Source: an optimization exercise on an open RTL-to-GDS flow (aim: small area and a short achievable clock period). Production flows keep margins and buffers that such runs may drop. RTL that was checked went through simulation tests only; none was proved equivalent to the original. No functional check of the RTL was part of run 4. The clock port is modelled as an ideal driver; clocking choices that lean on that would not hold on a real chip. No activity file was given, so power comes from the tool's default toggle rates.

==> flow/design.v <==
module bus_slave (
    input  logic CLK,
    input  logic RSTN,
    input  logic B_UTIL,
    input  logic B_RW,
    input  logic B_BUS_IN,
    output logic S_ACK,
    output logic S_BUS_OUT,
    output logic S_BSY
);
    logic       s_addr, s_aack, s_wdata, s_wack, s_rdata;
    logic [3:0] cnt;
    logic [7:0] addr;        
    logic       ok;          
    logic       rw;
    logic [7:0] wd;          
    logic [7:0] rd;          
    wire idle = !(s_addr || s_aack || s_wdata || s_wack || s_rdata);
    wire last = (s_addr && (cnt == 4'd15)) ||
                ((s_aack || s_wack) && (cnt[1:0] == 2'd3)) ||
                ((s_wdata || s_rdata) && (cnt[2:0] == 3'd7));
    wire e8     = (cnt == 4'd8);
    wire e12    = (cnt == 4'd12);
    wire ok_d   = s_addr ? ((ok || e8) && (B_BUS_IN ^ !e12)) : ok;
    wire aack_d = (B_UTIL && s_addr && last) || (s_aack && !last);
    wire wdata_d = (s_aack && last && ok && rw) || (B_UTIL && s_wdata && !last);
    wire wack_d = (B_UTIL && s_wdata && last) || (s_wack && !last);
    wire rdata_d = (s_aack && last && ok && !rw) || (s_rdata && !(B_UTIL && last));
    wire addr_d = B_UTIL && (idle || (s_addr && !last));
    wire inc    = (!last && (s_aack || s_wack)) ||
                  (B_UTIL && (idle || (!last && (s_addr || s_wdata || s_rdata))));
    wire stay_hi = !((s_aack && last && !ok) || (s_wack && last) || (s_rdata && last));
    wire stay_lo = (s_aack && !(last && !ok)) || (s_wack && !last) || s_rdata;
    wire bsy_d  = B_UTIL ? stay_hi : stay_lo;
    wire ack_d  = (s_wack && !last) || (s_aack && !last && ok) ||
                  (B_UTIL && ((s_wdata && last) || (s_addr && last && ok && !B_BUS_IN)));
    wire mem_we = s_wack && (cnt[1:0] == 2'd0);
    always_ff @(posedge CLK or negedge RSTN) begin
        if (!RSTN) begin
            s_addr    <= 1'b0;
            s_aack    <= 1'b0;
            s_wdata   <= 1'b0;
            s_wack    <= 1'b0;
            s_rdata   <= 1'b0;
            cnt       <= '0;
            S_BSY     <= 1'b0;
            S_ACK     <= 1'b0;
            S_BUS_OUT <= 1'b0;
        end else begin
            s_addr    <= addr_d;
            s_aack    <= aack_d;
            s_wdata   <= wdata_d;
            s_wack    <= wack_d;
            s_rdata   <= rdata_d;
            cnt       <= inc ? cnt + 4'd1 : 4'd0;
            S_BSY     <= bsy_d;
            S_ACK     <= ack_d;
            S_BUS_OUT <= s_rdata && B_UTIL && rd[cnt[2:0]];
        end
    end
    logic [2047:0] ring;     
    logic [7:0]    ph;       
    logic [7:0]    rp;       
    logic [5:0]    rlo6;     
    logic [3:0]    rhi4;
    logic [7:0]    wq;       
    logic          wpend;    
    logic [7:0]    rlo;      
    logic [3:0]    rhi;      
    logic          rcap;     
    logic          rhit;     
    logic [15:0]   wen;      
    logic          wins;     
    logic [7:0]    tq;
    logic          rcap_q, rhit_q;
    wire rwin_n = (s_addr && (cnt >= 4'd10)) || (s_aack && !cnt[1]);
    wire       wpend_n = mem_we || (wpend && !wins);
    wire [7:0] rp_n    = {rhi4 + 4'(rlo6[5:4]), rlo6[3:0]};    
    logic [7:0] tap;
    logic [7:0] grp [4];
    always_comb begin
        tap = '0;
        for (int h = 0; h < 4; h++) begin
            grp[h] = '0;
            for (int l = 0; l < 8; l++)
                grp[h] = grp[h] | ({8{rlo[l]}} & ring[64*(8*h + l) +: 8]);
            tap = tap | ({8{rhi[h]}} & grp[h]);
        end
    end
    always_ff @(posedge CLK) begin
        if (idle || (s_addr && !cnt[3])) addr <= {B_BUS_IN, addr[7:1]};
        ok <= ok_d;
        if (s_addr) rw <= B_RW;
        if (s_wdata) wd <= {B_BUS_IN, wd[7:1]};
        ph    <= ph + 8'd1;
        rlo6  <= 6'(addr[3:0]) + 6'(ph[3:0]) + 6'd3;
        rhi4  <= addr[7:4] + ph[7:4];
        rp    <= rp_n;
        wq    <= mem_we ? rp_n : wq + 8'd1;
        wpend <= wpend_n;
        rcap  <= rwin_n && (rp[2:0] == 3'd0);
        for (int i = 0; i < 8; i++) rlo[i] <= (rp[5:3] == 3'(i));
        for (int i = 0; i < 4; i++) rhi[i] <= (rp[7:6] == 2'(i));
        rhit  <= wpend && !wins && (rp == wq);
        for (int j = 0; j < 16; j++)
            wen[j] <= mem_we ? (rp == 8'(16 * j)) : (wpend && !wins && (wq == 8'(16 * j)));
        wins  <= mem_we ? (rp[3:0] == 4'd0) : (wpend && !wins && (wq[3:0] == 4'd0));
        tq     <= tap;
        rcap_q <= rcap;
        rhit_q <= rhit;
        if (rcap_q) rd <= rhit_q ? wd : tq;
    end
    always_ff @(posedge CLK) begin
        for (int s = 0; s < 256; s++) begin
            if ((s % 16 == 1) && wen[s / 16])
                ring[8*s +: 8] <= wd;
            else
                ring[8*s +: 8] <= ring[8*((s + 255) % 256) +: 8];
        end
    end
endmodule
==> flow/flow/run.sh <==
#!/bin/bash
# The standard layout with a faster clock tree: clock tree synthesis builds
# clkbuf_8 leaf buffers as usual, then flow/post_cts.tcl turns its root and its
# first tree level into inverters (four root inverters fed by the clock port).
# flow/pre_cts.tcl keeps the output port buffers at their placement size.
set -euo pipefail
here=$(pwd)
export CTS_ARGS="-sink_clustering_enable -repair_clock_nets -dont_use_dummy_load -sink_clustering_size 16 -sink_clustering_max_diameter 60 -buf_list {sky130_fd_sc_hd__clkbuf_8 sky130_fd_sc_hd__clkbuf_16} -root_buf sky130_fd_sc_hd__clkbuf_16 -tree_buf sky130_fd_sc_hd__clkbuf_16 -sink_clustering_buffer sky130_fd_sc_hd__clkbuf_8"
export PRE_CTS_TCL="$here/flow/pre_cts.tcl"
export POST_CTS_TCL="$here/flow/post_cts.tcl"
bash standard.sh > "$here/standard_flow.log" 2>&1
==> flow/flow/post_cts.tcl <==
# Runs after clock tree synthesis (POST_CTS_TCL). Clock tree synthesis builds a
# root buffer driving one level of tree buffers, which drive the leaf buffers.
# This turns the root and the tree level into inverters (two inversions, so the
# registers still see the clock's rising edge): the root becomes four inverters
# fed by the clock port, each driving the tree inverters of one quarter of the
# core. Inverters are single-stage cells, so the insertion delay shrinks, and the
# tree stays balanced: every register is three cells from the clock port.
proc replace_with { inst master_name } {
  set block [ord::get_db_block]
  set master [[ord::get_db] findMaster $master_name]
  set in [[$inst findITerm A] getNet]
  set out ""
  foreach it [$inst getITerms] { if { [[$it getMTerm] getIoType] eq "OUTPUT" } { set out [$it getNet] } }
  set loc [$inst getLocation]
  set name [$inst getName]
  odb::dbInst_destroy $inst
  set ni [odb::dbInst_create $block $master $name]
  $ni setLocation [lindex $loc 0] [lindex $loc 1]
  $ni setPlacementStatus PLACED
  $ni setSourceType TIMING
  [$ni findITerm A] connect $in
  foreach it [$ni getITerms] { if { [[$it getMTerm] getIoType] eq "OUTPUT" } { $it connect $out } }
  return $ni
}

proc invert_clock_tree { nroot root_master tree_master } {
  set block [ord::get_db_block]
  set master [[ord::get_db] findMaster $root_master]
  set clk [$block findNet CLK]
  set its [$clk getITerms]
  if { [llength $its] != 1 } { error "invert_clock_tree: CLK drives [llength $its] pins" }
  set root [[lindex $its 0] getInst]
  set rootnet ""
  foreach it [$root getITerms] { if { [[$it getMTerm] getIoType] eq "OUTPUT" } { set rootnet [$it getNet] } }
  set pts {}
  foreach it [$rootnet getITerms] {
    set t [$it getInst]
    if { $t eq $root } { continue }
    set bb [$t getBBox]
    lappend pts [list [expr {([$bb xMin] + [$bb xMax]) / 2}] [expr {([$bb yMin] + [$bb yMax]) / 2}] $t]
  }
  set groups [list $pts]
  set axis 0
  while { [llength $groups] < $nroot } {
    set ng {}
    foreach g $groups {
      set s [lsort -integer -index $axis $g]
      set h [expr {[llength $s] / 2}]
      lappend ng [lrange $s 0 [expr {$h - 1}]] [lrange $s $h end]
    }
    set groups $ng
    set axis [expr {1 - $axis}]
  }
  set k 0
  foreach g $groups {
    set sx 0; set sy 0
    foreach p $g { incr sx [lindex $p 0]; incr sy [lindex $p 1] }
    set cx [expr {$sx / [llength $g]}]; set cy [expr {$sy / [llength $g]}]
    set inst [odb::dbInst_create $block $master "clkroot_$k"]
    $inst setLocation $cx $cy
    $inst setPlacementStatus PLACED
    $inst setSourceType TIMING
    set net [odb::dbNet_create $block "clknet_root_$k"]
    $net setSigType CLOCK
    [$inst findITerm A] connect $clk
    foreach it [$inst getITerms] { if { [[$it getMTerm] getIoType] eq "OUTPUT" } { $it connect $net } }
    foreach p $g {
      set t [replace_with [lindex $p 2] $tree_master]
      set a [$t findITerm A]
      $a disconnect
      $a connect $net
    }
    puts "invert_clock_tree: clkroot_$k at ($cx $cy) drives [llength $g] tree inverters"
    incr k
  }
  odb::dbInst_destroy $root
  odb::dbNet_destroy $rootnet
}

invert_clock_tree 4 sky130_fd_sc_hd__inv_16 sky130_fd_sc_hd__inv_8
detailed_placement
check_placement -verbose
estimate_parasitics -placement
report_clock_skew
report_worst_slack -max
report_worst_slack -min
==> flow/flow/pre_cts.tcl <==
# Runs before clock tree synthesis (PRE_CTS_TCL). Keeps the buffers on the output
# ports at the size the placement step gave them (buf_2): later timing repair
# tends to upsize them, and a larger buffer's input load slows the flip-flop that
# drives it by more than the larger buffer gains.
foreach port {S_ACK S_BUS_OUT S_BSY} {
  foreach pin [get_pins -of_objects [get_nets -of_objects [get_ports $port]]] {
    set inst [get_cells -of_objects $pin]
    puts "pre_cts: dont_touch [get_full_name $inst] ([get_property $inst ref_name])"
    set_dont_touch $inst
  }
}
==> flow/standard.sh <==
#!/bin/bash
# synth_recipe.tcl (not shown) runs the flow's synth.tcl, then flattens the netlist and writes it again
# the make line also repeats each setting of config.mk as NAME=value (left out here)
make -C /OpenROAD-flow-scripts/flow DESIGN_CONFIG=/design/flow/config.mk WORK_HOME=/design/flow/orfs CLKGATE_MAP_FILE= SYNTH_SCRIPT=/design/flow/synth_recipe.tcl "${@:-finish}"
==> flow/config.mk <==
export PLATFORM = sky130hd
export DESIGN_NAME = bus_slave
export DESIGN_NICKNAME = bus_slave
export VERILOG_FILES = /design/flow/design.v
export SDC_FILE = /design/flow/constraint.sdc
export NUM_CORES = 4
export LEC_CHECK = 0
export CAP_MARGIN = 20
export CORE_MARGIN = 2
export CORE_UTILIZATION = 70
export SETUP_SLACK_MARGIN = 2.4
export SLEW_MARGIN = 20
==> flow/constraint.sdc <==
create_clock -name core_clock -period 4.0 [get_ports {CLK}]
set_input_delay 0.8000 -clock core_clock [delete_from_list [all_inputs] [get_ports {CLK}]]
set_output_delay 0.8000 -clock core_clock [all_outputs]
set_load 0.01 [all_outputs]
==> results of run 1 <==
## logic make-up after synthesis
group | count (synthesis) | synth area share
mux | 142 | 0.0336
buf+inv | 93 | 0.00747
xor+xnor | 28 | 0.00508
fa+ha+maj | 22 | 0.00617
compound gates | 192 | 0.0287
simple gates | 130 | 0.0152
flops | 2162 | 0.904
## cells in the mapped netlist, types with 2 or more instances
cell type	count	area, um2
o21ai_0	9	45.0
nand2b_4	2	27.5
or2_2	2	12.5
nor4_1	3	18.8
clkbuf_1	60	225
a21oi_1	12	60.1
inv_1	29	109
dfrtp_1	12	300
nor2_1	20	75.1
mux2_2	138	1550
nor3b_1	2	15.0
nand2_1	27	101
a21o_1	3	22.5
nand3_1	14	70.1
xnor2_1	20	175
buf_2	2	10.0
dfxtp_1	2124	42500
nor3_1	6	30.0
mux2i_1	2	20.0
o22ai_1	14	87.6
fa_1	3	60.1
edfxtp_1	26	781
nand2b_1	9	56.3
a22oi_1	145	1090
mux4_2	2	45.0
nand4_1	36	225
ha_1	19	238
xor2_1	8	70.1
nand3b_1	2	15.0
## worst max path at each step
stage	slack [ns]	depth (start not counted)	start	endpoint
2_1_floorplan	2.35	6	cnt[1]	wen[3]
3_3_place_gp	2.00	4	B_BUS_IN	ok
3_5_place_dp	1.94	4	B_BUS_IN	ok
## stage by stage
step	hold slack, ns	setup slack, ns	std cells	cell area [um2]
after global placement	0.310	2.00	3605	49300
after floorplan	0.310	2.35	2769	48300
after detailed placement	0.312	1.94	3605	49300
## power groups by stage
stage	registers (mW)	clock network, mW	logic [mW]
after floorplan	23.2	0	1.07
after global placement	23.8	0	1.09
after detailed placement	23.8	0	1.15
==> flow_summary.toml, run 1 <==
[run_status]
outcome = "aborted with a tool error"
stop_stage = "4_1_cts"
stop_error = "[ERROR STA-0100] unsupported object type Port."

[synth]
syn_area_per_cell_um2 = 17.4
syn_nets = 2796
netlist_area_mm2 = 0.0482
synth_cell_types = 47
syn_inst = 2769
ys_seq_elements = 2162
ys_warn_count = 2
synth_ff_type = "dfxtp_1"
ys_seq_area_frac = 0.904
synth-edff-count = 26
async_flop_share = 0.00555

[placed_design]
place_congestion = 0.874
portBuffers = 7
hpwl_um = 50500

[floorplan]
die_w_um = 267
io-pin-count = 8
initial_utilization = 0.705
dieHeight_um = 267
core.rowCount = 96
==> run 2: changes to the inputs <==
==> flow/flow/pre_cts.tcl (replaced) <==
# Runs before clock tree synthesis (PRE_CTS_TCL). Keeps the buffers on the output
# ports at the size the placement step gave them: later timing repair tends to
# upsize them, and a larger buffer's input load slows the flip-flop that drives it
# by more than the larger buffer gains.
set block [ord::get_db_block]
foreach port {S_ACK S_BUS_OUT S_BSY} {
  set net [[$block findBTerm $port] getNet]
  foreach it [$net getITerms] {
    set inst [$it getInst]
    puts "pre_cts: dont_touch [$inst getName] ([[$inst getMaster] getName])"
    $inst setDoNotTouch 1
  }
}
==> run 2 against run 1 <==
Against the previous run:
- synthesized cell count did not move
- area after synthesis unchanged
- now clean on timing, DRC and antenna
==> flow_summary.toml, run 2 <==
[run_status]
outcome = "no timing/DRC/antenna violations"

[setup_path]
rr_worst_depth = 6
critPathRequiredTime_ns = 3.20
path_class = "flip-flop to primary output"
crit_arrival_ns = 1.23
crit_start = "S_BSY"
crit_fanout = 1
path_buf_inv = 1
slowest_delay_ns = 0.55
cp-endpoint = "S_BSY"
crit_slowest_cell = "clkdlybuf4s50_1"
regToRegSetupSlack_ns = 2.31
end_kind = "primary output"
path_delay_family = "buffers and inverters"
startpoint_type = "flip-flop"
reg2reg_to = "wen[3]"
crit_chain = "clkdlybuf4s50_1"
cp.depth = 1
worstReg2RegStart = "cnt[1]"

[synth]
syn_area_per_cell_um2 = 17.4
syn_nets = 2796
synth-edff-count = 26
ys_warn_count = 2
synthTopCellsByCount = "dfxtp_1 (2124), a22oi_1 (145), mux2_2 (138)"
syn_inst = 2769
async_flop_share = 0.00555
netlist_area_mm2 = 0.0482
synth_cell_types = 47
synth_most_common_cell = "dfxtp_1"
ys_seq_elements = 2162
synth_top_area_frac = 0.881
synth_ff_type = "dfxtp_1"
yosysTopAreaCell = "dfxtp_1"
synthTopCellsByArea = "dfxtp_1 (88%), mux2_2 (3.2%), a22oi_1 (2.3%)"
ys_seq_area_frac = 0.904

[power_and_ir_drop]
p_leak_nw = 20.5
switching_share = 0.224
p_per_area_mw_per_mm2 = 657
power_mw = 34.0
peakVddDrop_v = 0.000514
pwr-share-clk = 0.273
p_sw_mw = 7.62
intPower_mw = 26.4
pwr-share-seq = 0.687
combPwrFrac = 0.040

[timing]
post-route-period-util = 0.506
setup_violations = 0
period_minus_slack_ns = 2.03
worst_pin_slew_ns = 1.04
relSlewSlack = 0.307
clock.fmax_mhz = 494
final.setup.worst_slack_ns = 1.97
grt_setup_unrepaired = "yes"
tns_ns = 0
hold_slack_ns = 0.281
drv_slew = 0
fin_worst_skew_ns = 0.0478
final_hold_viol_count = 0

[layout]
final_cell_mix = "dfxtp_1 (2111), a22oi_1 (145), mux2_2 (138), clkbuf_8 (136), nand4_1 (36)"
area_growth_pct = 7.34
final_common_cell = "dfxtp_1"
post-route-util = 0.756
fillerInstances = 3978
regMostFlops = "ring"
largest_reg_flops = 2048
drive_gt1_frac = 0.134
seqCellArea_mm2 = 0.0436
top_regs = "ring: 2048 flops, wen: 16 flops"
fin_nets = 2926
final_area_mm2 = 0.0518
finalNonFillerCells = 3781
multi_input_area_mm2 = 0.00450

[grt]
grt_pass1_wl_um = 117000
antenna_found_initial = 3
grt_max_degree = 23
grt_pass1_vias = 19300
overflow = 0
gr-usage-all-layers = 0.224

[floorplan]
coreArea_mm2 = 0.0685
io-pin-count = 8
die_w_um = 267
die-area_mm2 = 0.0710
initial_utilization = 0.705
core.rowCount = 96
dieHeight_um = 267

[routing]
drc = 0
first_pass_iters = 5
dr_total_vias = 19400
routed_wirelength_um = 79000
drtIter0Drc = 1201
drt-vias-per-instance = 5.14
wl_per_cell_um = 20.9
postRouteAntennaNets = 0

[clock_tree]
cts.sinks = 2162
cts.clk_slew.worst_paths_ns = 0.09
cts_tree = "built"
worstSkewPairLatency_ns = 0.36

[flow_run]
maxCapViolations = 0

[placed_design]
placedCellCount = 3605
portBuffers = 7
place_ws_ns = 1.94
postPlaceCellArea_mm2 = 0.0493
place_congestion = 0.874
hpwl_um = 50500

[hold_path]
min_path_type = "flip-flop to flip-flop"
min_path_cells = 0
## run 2: layer usage
metal / share of wire / track usage
met1: 0.50 / 0.350
met2: 0.41 / 0.319
met3: 0.055 / 0.0400
met4: 0.034 / 0.0736
met5: 0 / 0
## run 2: area by class of cell, clock buffers not listed
cell class | instances | area share
antenna | 2 | 0.0000967
inverter | 29 | 0.00210
tap | 882 | 0.0213
sequential | 2162 | 0.843
clock inverter | 20 | 0.00503
multi-input combinational | 515 | 0.0868
timing repair buffer | 35 | 0.00565
## run 2: worst min-delay path by stage
stage | to | start | slack (ns)
2_1_floorplan | rcap_q | rcap | 0.31
3_3_place_gp | ring[1173] | ring[1165] | 0.31
3_5_place_dp | ring[1476] | ring[1468] | 0.31
5_1_grt | ring[409] | ring[401] | 0.28
6_report | ring[409] | ring[401] | 0.28
## run 2: cell families after synthesis
group,after synthesis,share of synthesized area
compound gates,192,0.0287
xor+xnor,28,0.00508
fa+ha+maj,22,0.00617
buf+inv,93,0.00747
flops,2162,0.904
mux,142,0.0336
simple gates,130,0.0152
## run 2: power by group through the flow
stage | clock (mW) | sequential [mW] | combinational, mW
finish | 9.30 | 23.4 | 1.35
global route | 10.3 | 23.5 | 1.49
detailed placement | 0 | 23.8 | 1.15
global placement | 0 | 23.8 | 1.09
floorplan | 0 | 23.2 | 1.07
==> run 3: changes to the inputs <==
--- a/flow/flow/run.sh
+++ b/flow/flow/run.sh
@@ -3,5 +3,5 @@
 # clkbuf_8 leaf buffers as usual, then flow/post_cts.tcl turns its root and its
 # first tree level into inverters (four root inverters fed by the clock port).
-# flow/pre_cts.tcl keeps the output port buffers at their placement size.
+# flow/pre_cts.tcl sets the output port buffers to buf_2 and keeps them so.
 set -euo pipefail
 here=$(pwd)
==> flow/flow/pre_cts.tcl (replaced) <==
# Runs before clock tree synthesis (PRE_CTS_TCL). Sets the buffers on the output
# ports to buf_2 and keeps them so: later timing repair tends to upsize them, and
# a larger buffer's input load slows the flip-flop that drives it by more than the
# larger buffer gains on the 0.01 pF port load.
set block [ord::get_db_block]
set buf2 [[ord::get_db] findMaster sky130_fd_sc_hd__buf_2]
foreach port {S_ACK S_BUS_OUT S_BSY} {
  set net [[$block findBTerm $port] getNet]
  foreach it [$net getITerms] {
    set inst [$it getInst]
    puts "pre_cts: [$inst getName] [[$inst getMaster] getName] -> buf_2, dont_touch"
    $inst swapMaster $buf2
    $inst setDoNotTouch 1
  }
}
==> run 3 against run 2 <==
Against the previous run:
- setup slack improved by 0.34 ns
- die area unchanged
- routed wire length down 0.23%
- sequential share of layout area about the same
- highest routed layer unchanged
==> flow_summary.toml, run 3 <==
[power_and_ir_drop]
peakVddDrop_v = 0.000514
p_leak_nw = 20.5
p_per_area_mw_per_mm2 = 657
power_mw = 34.0

[timing]
setup_violations = 0
final_hold_viol_count = 0
drv_slew = 0
fin_worst_skew_ns = 0.0500
worst_pin_slew_ns = 1.09
relSlewSlack = 0.271
period_minus_slack_ns = 1.68
tns_ns = 0
hold_slack_ns = 0.281
final.setup.worst_slack_ns = 2.32
grt_setup_unrepaired = "yes"
clock.fmax_mhz = 594
post-route-period-util = 0.421

[layout]
fin_nets = 2926
fillerInstances = 3981
finalNonFillerCells = 3781
post-route-util = 0.756
final_common_cell = "dfxtp_1"
final_cell_mix = "dfxtp_1 (2111), a22oi_1 (145), mux2_2 (138), clkbuf_8 (136), nand4_1 (36)"
drive_gt1_frac = 0.135
top_regs = "ring: 2048 flops, wen: 16 flops"
regMostFlops = "ring"
final_area_mm2 = 0.0518
largest_reg_flops = 2048
area_growth_pct = 7.30

[synth]
synthTopCellsByArea = "dfxtp_1 (88%), mux2_2 (3.2%), a22oi_1 (2.3%)"
ys_seq_area_frac = 0.904
synth-edff-count = 26
syn_inst = 2769
synth_most_common_cell = "dfxtp_1"
synth_ff_type = "dfxtp_1"
ys_warn_count = 2
async_flop_share = 0.00555
netlist_area_mm2 = 0.0482
yosysTopAreaCell = "dfxtp_1"
syn_area_per_cell_um2 = 17.4
synthTopCellsByCount = "dfxtp_1 (2124), a22oi_1 (145), mux2_2 (138)"
ys_seq_elements = 2162
synth_top_area_frac = 0.881
synth_cell_types = 47
syn_nets = 2796

[grt]
gr-usage-all-layers = 0.224
grt_pass1_vias = 19300
antenna_found_initial = 3
grt_max_degree = 23
overflow = 0
grt_pass1_wl_um = 117000

[placed_design]
place_congestion = 0.874
portBuffers = 7
place_ws_ns = 1.94
postPlaceCellArea_mm2 = 0.0493
placedCellCount = 3605
hpwl_um = 50500

[routing]
dr_total_vias = 19500
routed_wirelength_um = 78800
drc = 0
postRouteAntennaNets = 0
wl_per_cell_um = 20.8
drt-vias-per-instance = 5.15
first_pass_iters = 5
drtIter0Drc = 1207

[setup_path]
crit_fanout = 4
critPathRequiredTime_ns = 4.27
end_kind = "flip-flop"
startpoint_type = "flip-flop"
crit_chain = "inv_2, ha_4, nand2_8, nor4b_4, or3b_4, o22ai_2"
slowest_delay_ns = 0.46
crit_slowest_cell = "or3b_4"
path_class = "flip-flop to flip-flop"
crit_arrival_ns = 1.95

[clock_tree]
worstSkewPairLatency_ns = 0.36
cts_tree = "built"
cts.sinks = 2162
cts.clk_slew.worst_paths_ns = 0.10

[floorplan]
die-area_mm2 = 0.0710
initial_utilization = 0.705
core.rowCount = 96
io-pin-count = 8
die_w_um = 267
coreArea_mm2 = 0.0685
dieHeight_um = 267

[flow_run]
maxCapViolations = 0

[run_status]
outcome = "no timing/DRC/antenna violations"

[hold_path]
min_path_type = "flip-flop to flip-flop"
==> run 3: cell counts after synthesis <==
No cell type changed its count.
==> run 3: power by group <==
part	switching [mW]	internal, mW
logic	0.711	0.628
registers	0.907	22.5
clock network	5.99	3.31
total	7.60	26.4
==> run 3: critical path: cells and delay by family (launching register included) <==
kind	cells	cell delay, ns
compound gates	1	0.16
fa+ha+maj	1	0.18
buf+inv	1	0.07
flops	1	0.43
simple gates	3	0.78
==> run 3: worst paths after layout <==
| kind | startpoint | to | slack, ns | cells after the start |
|---|---|---|---|---|
| min reg2reg | ring[401] | ring[409] | 0.28 | 0 |
| min in group asynchronous | RSTN | S_ACK | 0.83 | 1 |
| max reg2reg | cnt[1] | wen[3] | 2.32 | 6 |
| max | cnt[1] | wen[3] | 2.32 | 6 |
| max in group asynchronous | RSTN | async pin | 2.75 | 1 |
| min | ring[401] | ring[409] | 0.28 | 0 |
==> run 3: kinds of logic after synthesis <==
family,after synthesis,share of synthesized area
AOI/OAI and AO/OA,192,0.0287
DFF,2162,0.904
and+or+nand+nor,130,0.0152
adders and majority gates,22,0.00617
muxes,142,0.0336
buffers and inverters,93,0.00747
xor gates and xnor gates,28,0.00508
==> run 3: final cells by class, clock buffers not listed <==
type,count,area [um2],area share
diodes,2,5.00,0.0000967
clock inverters,20,260,0.00503
inverters,29,109,0.00210
multi-input cells,515,4490,0.0868
flip-flops and latches,2162,43600,0.843
well taps,882,1100,0.0213
repair buffers,35,278,0.00537
==> run 3: metal layers <==
layer  share of wire  vias up  global-route usage
met5               0        -                   0
met4           0.034        0              0.0736
met3           0.052      212              0.0400
met2            0.41      564               0.319
met1            0.50     9485               0.350
li1                -     9200                   -
==> run 4: changes to the inputs <==
--- a/flow/design.v
+++ b/flow/design.v
@@ -11,5 +11,5 @@
     logic       s_addr, s_aack, s_wdata, s_wack, s_rdata;
     logic [3:0] cnt;
-    logic [7:0] addr;        
+    logic       b_q;         
     logic       ok;          
     logic       rw;
@@ -59,13 +59,25 @@
         end
     end
+    function automatic logic [7:0] add1hot(input logic [7:0] x, input logic [7:0] o);
+        logic [7:0] y;
+        logic       c, t;
+        for (int i = 0; i < 8; i++) begin
+            c = 1'b0;
+            for (int j = 0; j < i; j++) begin
+                t = o[j];
+                for (int k = j; k < i; k++) t = t & x[k];
+                c = c | t;
+            end
+            y[i] = x[i] ^ o[i] ^ c;
+        end
+        add1hot = y;
+    endfunction
     logic [2047:0] ring;     
     logic [7:0]    ph;       
     logic [7:0]    rp;       
-    logic [5:0]    rlo6;     
-    logic [3:0]    rhi4;
     logic [7:0]    wq;       
     logic          wpend;    
-    logic [7:0]    rlo;      
-    logic [3:0]    rhi;      
+    logic [3:0]    rlo;      
+    logic [7:0]    rhi;      
     logic          rcap;     
     logic          rhit;     
@@ -74,32 +86,29 @@
     logic [7:0]    tq;
     logic          rcap_q, rhit_q;
-    wire rwin_n = (s_addr && (cnt >= 4'd10)) || (s_aack && !cnt[1]);
+    wire rwin_n = (s_addr && (cnt >= 4'd9)) || (s_aack && !cnt[1]);
     wire       wpend_n = mem_we || (wpend && !wins);
-    wire [7:0] rp_n    = {rhi4 + 4'(rlo6[5:4]), rlo6[3:0]};    
+    logic [7:0] abit;        
+    always_comb
+        for (int k = 0; k < 8; k++) abit[k] = s_addr && b_q && (cnt == 4'(k + 1));
+    wire [7:0] rp_n  = add1hot(rp, 8'd1);     
+    wire [7:0] rp_d  = idle ? add1hot(ph, 8'd2) : add1hot(rp_n, abit);
     logic [7:0] tap;
-    logic [7:0] grp [4];
     always_comb begin
         tap = '0;
-        for (int h = 0; h < 4; h++) begin
-            grp[h] = '0;
-            for (int l = 0; l < 8; l++)
-                grp[h] = grp[h] | ({8{rlo[l]}} & ring[64*(8*h + l) +: 8]);
-            tap = tap | ({8{rhi[h]}} & grp[h]);
-        end
+        for (int m = 0; m < 32; m++)
+            tap = tap | ({8{rhi[m / 4] & rlo[m % 4]}} & ring[64*m +: 8]);
     end
     always_ff @(posedge CLK) begin
-        if (idle || (s_addr && !cnt[3])) addr <= {B_BUS_IN, addr[7:1]};
+        b_q <= B_BUS_IN;
         ok <= ok_d;
         if (s_addr) rw <= B_RW;
         if (s_wdata) wd <= {B_BUS_IN, wd[7:1]};
-        ph    <= ph + 8'd1;
-        rlo6  <= 6'(addr[3:0]) + 6'(ph[3:0]) + 6'd3;
-        rhi4  <= addr[7:4] + ph[7:4];
-        rp    <= rp_n;
-        wq    <= mem_we ? rp_n : wq + 8'd1;
+        ph    <= add1hot(ph, 8'd1);
+        rp    <= rp_d;
+        wq    <= mem_we ? rp_n : add1hot(wq, 8'd1);
         wpend <= wpend_n;
         rcap  <= rwin_n && (rp[2:0] == 3'd0);
-        for (int i = 0; i < 8; i++) rlo[i] <= (rp[5:3] == 3'(i));
-        for (int i = 0; i < 4; i++) rhi[i] <= (rp[7:6] == 2'(i));
+        for (int i = 0; i < 4; i++) rlo[i] <= (rp[4:3] == 2'(i));
+        for (int i = 0; i < 8; i++) rhi[i] <= (rp[7:5] == 3'(i));
         rhit  <= wpend && !wins && (rp == wq);
         for (int j = 0; j < 16; j++)
==> flow/flow/run.sh (replaced) <==
#!/bin/bash
# The standard layout with a faster clock tree: clock tree synthesis builds
# clkbuf_8 leaf buffers as usual, then flow/post_cts.tcl turns its root and its
# first tree level into inverters (four root inverters fed by the clock port).
set -euo pipefail
here=$(pwd)
export CTS_ARGS="-sink_clustering_enable -repair_clock_nets -sink_clustering_size 16 -sink_clustering_max_diameter 60 -buf_list {sky130_fd_sc_hd__clkbuf_8 sky130_fd_sc_hd__clkbuf_16} -root_buf sky130_fd_sc_hd__clkbuf_16 -tree_buf sky130_fd_sc_hd__clkbuf_16 -sink_clustering_buffer sky130_fd_sc_hd__clkbuf_8"
export POST_CTS_TCL="$here/flow/post_cts.tcl"
bash standard.sh > "$here/standard_flow.log" 2>&1
--- a/flow/config.mk
+++ b/flow/config.mk
@@ -8,5 +8,5 @@
 export CAP_MARGIN = 20
 export CORE_MARGIN = 2
-export CORE_UTILIZATION = 70
+export CORE_UTILIZATION = 75
 export SETUP_SLACK_MARGIN = 2.4
 export SLEW_MARGIN = 20
removed: flow/flow/pre_cts.tcl
==> run 4 against run 3 <==
Against the previous run:
- via count is 7.2% higher
- clock skew is 0.019 ns lower
- combinational power is about 10% higher
- global-route usage increased by 5.4 points
- critical path depth rose by 4
- core utilization grew 8.9 points
- hold slack improved by 0.026 ns
- clock power up 7.0%
==> flow_summary.toml, run 4 <==
[layout]
fin_nets = 3035
final_common_cell = "dfxtp_1"
largest_reg_flops = 2048
regMostFlops = "ring"
final_cell_mix = "dfxtp_1 (2092), mux2_2 (141), clkbuf_8 (140), buf_4 (60), a22oi_1 (45)"
post-route-util = 0.845
top_regs = "ring: 2048 flops, wen: 16 flops"
finalNonFillerCells = 3860
final_area_mm2 = 0.0535
drive_gt1_frac = 0.190
antenna_cells = 0
area_growth_pct = 11.1

[clock_tree]
worstSkewPairLatency_ns = 0.35
cts.clk_slew.worst_paths_ns = 0.11
cts.sinks = 2145
cts_tree = "built"

[flow_run]
maxCapViolations = 0

[grt]
gr-usage-all-layers = 0.278
overflow = 0
grt_pass1_wl_um = 135000
grt_pass1_vias = 21600
antenna_found_initial = 1
grt_max_degree = 26

[synth]
ys_warn_count = 1
ys_seq_area_frac = 0.897
synth-edff-count = 18
ys_seq_elements = 2145
synth_cell_types = 60
async_flop_share = 0.00559
synth_ff_type = "dfxtp_1"
syn_area_per_cell_um2 = 17.2
syn_inst = 2793
synthTopCellsByArea = "dfxtp_1 (88%), mux2_2 (3.3%), edfxtp_1 (1.1%)"
synth_most_common_cell = "dfxtp_1"
netlist_area_mm2 = 0.0481
syn_nets = 2835
yosysTopAreaCell = "dfxtp_1"
synthTopCellsByCount = "dfxtp_1 (2115), mux2_2 (143), a22oi_1 (59)"
synth_top_area_frac = 0.879

[routing]
wl_per_cell_um = 24.3
dr_total_vias = 20900
postRouteAntennaNets = 0
drtIter0Drc = 1755
routed_wirelength_um = 93700
drc = 0
drt-vias-per-instance = 5.40
first_pass_iters = 6

[power_and_ir_drop]
p_sw_mw = 7.47
pwr-share-seq = 0.661
power_mw = 33.7
peakVddDrop_v = 0.000523
intPower_mw = 26.3
combPwrFrac = 0.044
switching_share = 0.222
p_per_area_mw_per_mm2 = 631
p_leak_nw = 21.4
pwr-share-clk = 0.295

[setup_path]
end_kind = "flip-flop"
worstReg2RegStart = "rp[0]"
crit_fanout = 3
startpoint_type = "flip-flop"
crit_start = "rp[0]"
regToRegSetupSlack_ns = 1.80
path_class = "flip-flop to flip-flop"
critPathRequiredTime_ns = 4.25
crit_arrival_ns = 2.45

[timing]
worst_pin_slew_ns = 1.12
tns_ns = 0
drv_slew = 0
grt_setup_unrepaired = "yes"
final.setup.worst_slack_ns = 1.80
post-route-period-util = 0.551
period_minus_slack_ns = 2.20
final_hold_viol_count = 0
hold_slack_ns = 0.306
clock.fmax_mhz = 454
setup_violations = 0
fin_worst_skew_ns = 0.0308
relSlewSlack = 0.253

[floorplan]
die_w_um = 257
coreArea_mm2 = 0.0633
io-pin-count = 8
initial_utilization = 0.760
core.rowCount = 92
dieHeight_um = 257
die-area_mm2 = 0.0662

[placed_design]
placedCellCount = 3591
postPlaceCellArea_mm2 = 0.0494
place_congestion = 0.833
hpwl_um = 49500
portBuffers = 7
place_ws_ns = 1.71

[run_status]
outcome = "no timing/DRC/antenna violations"

[hold_path]
min-delay-start = "ring[767]"
min_path_type = "flip-flop to flip-flop"
run 4: area by class of cell, clock buffers not listed:
type                       instances  area (um2)
clock inverter                    35         375
inverter                          20        78.8
tap                              846        1060
sequential                      2145       43200
multi-input combinational        559        5500
fill                            2700        9840
timing repair buffer             112        1210
run 4: worst paths after layout:
path                              to  cells after the start
setup / recovery               rp[7]                     10
hold / removal             ring[775]                      0
setup reg to reg               rp[7]                     10
hold reg to reg            ring[775]                      0
max in group asynchronous     s_addr                      1
min in group asynchronous     cnt[3]                      1
run 4: metal layers:
metal	vias up	routed length, um	track usage
met1	10400	40600	0.392
met3	223	5460	0.0476
met2	750	43800	0.443
met5	-	0	0
met4	0	3800	0.101
li1	9481	-	-
run 4: logic make-up (layout without fill, tap and decap cells):
group | after synthesis | count (layout) | synth area share
XOR/XNOR | 21 | 21 | 0.00382
flip-flops | 2145 | 2145 | 0.897
AND/OR/NAND/NOR | 153 | 153 | 0.0157
buffers and inverters | 89 | 310 | 0.00715
AO/OA/AOI/OAI | 201 | 201 | 0.0320
multiplexers | 147 | 147 | 0.0348
adder cells (fa/ha/maj) | 37 | 37 | 0.00962
run 4: worst max-delay path, stage by stage (launching register included):
cell and delay [ns]:
dfxtp_4 0.37, ha_4 0.16, ha_4 0.15, ha_4 0.15, ha_4 0.16, ha_4 0.15
ha_4 0.23, ha_4 0.17, o41ai_4 0.31, xnor2_1 0.17, o21ai_1 0.09
run 4: power by group through the flow:
stage	registers (mW)	clock network, mW	logic [mW]
global placement	22.8	0	0.910
global route	22.4	10.9	1.56
detailed placement	22.8	0	0.925
floorplan	22.6	0	0.697
finish	22.3	9.94	1.48

==> static timing again, ports no longer ideal <==
In the flow no input, the clock included, has a driving cell. The finished layouts below were timed again as built, in two steps. Step 1: set_driving_cell puts a clkbuf_16 on CLK and a buf_2 on each other input, an assumption about the parent block. Step 2 times the ports against the registers' clock, not the clock port: input delays grow and output delays shrink by t, the midpoint of the rising clock arrivals with the driver on. Slacks: no drivers / after step 1 / after step 2; pairs: no drivers / after step 1.
run	shift t [ns]	setup WS [ns]	worst setup path after step 2
run 2	0.557	1.975 / 1.746 / 2.146	input to register
run 3	0.555	2.318 / 2.119 / 2.146	input to register
run 4	0.568	1.798 / 1.797 / 1.797	register to register
After both steps setup and hold are still met in every run listed. The setup slack of run 3, which loses most, moves by -0.199 ns with the drivers and by -0.172 ns with both steps.
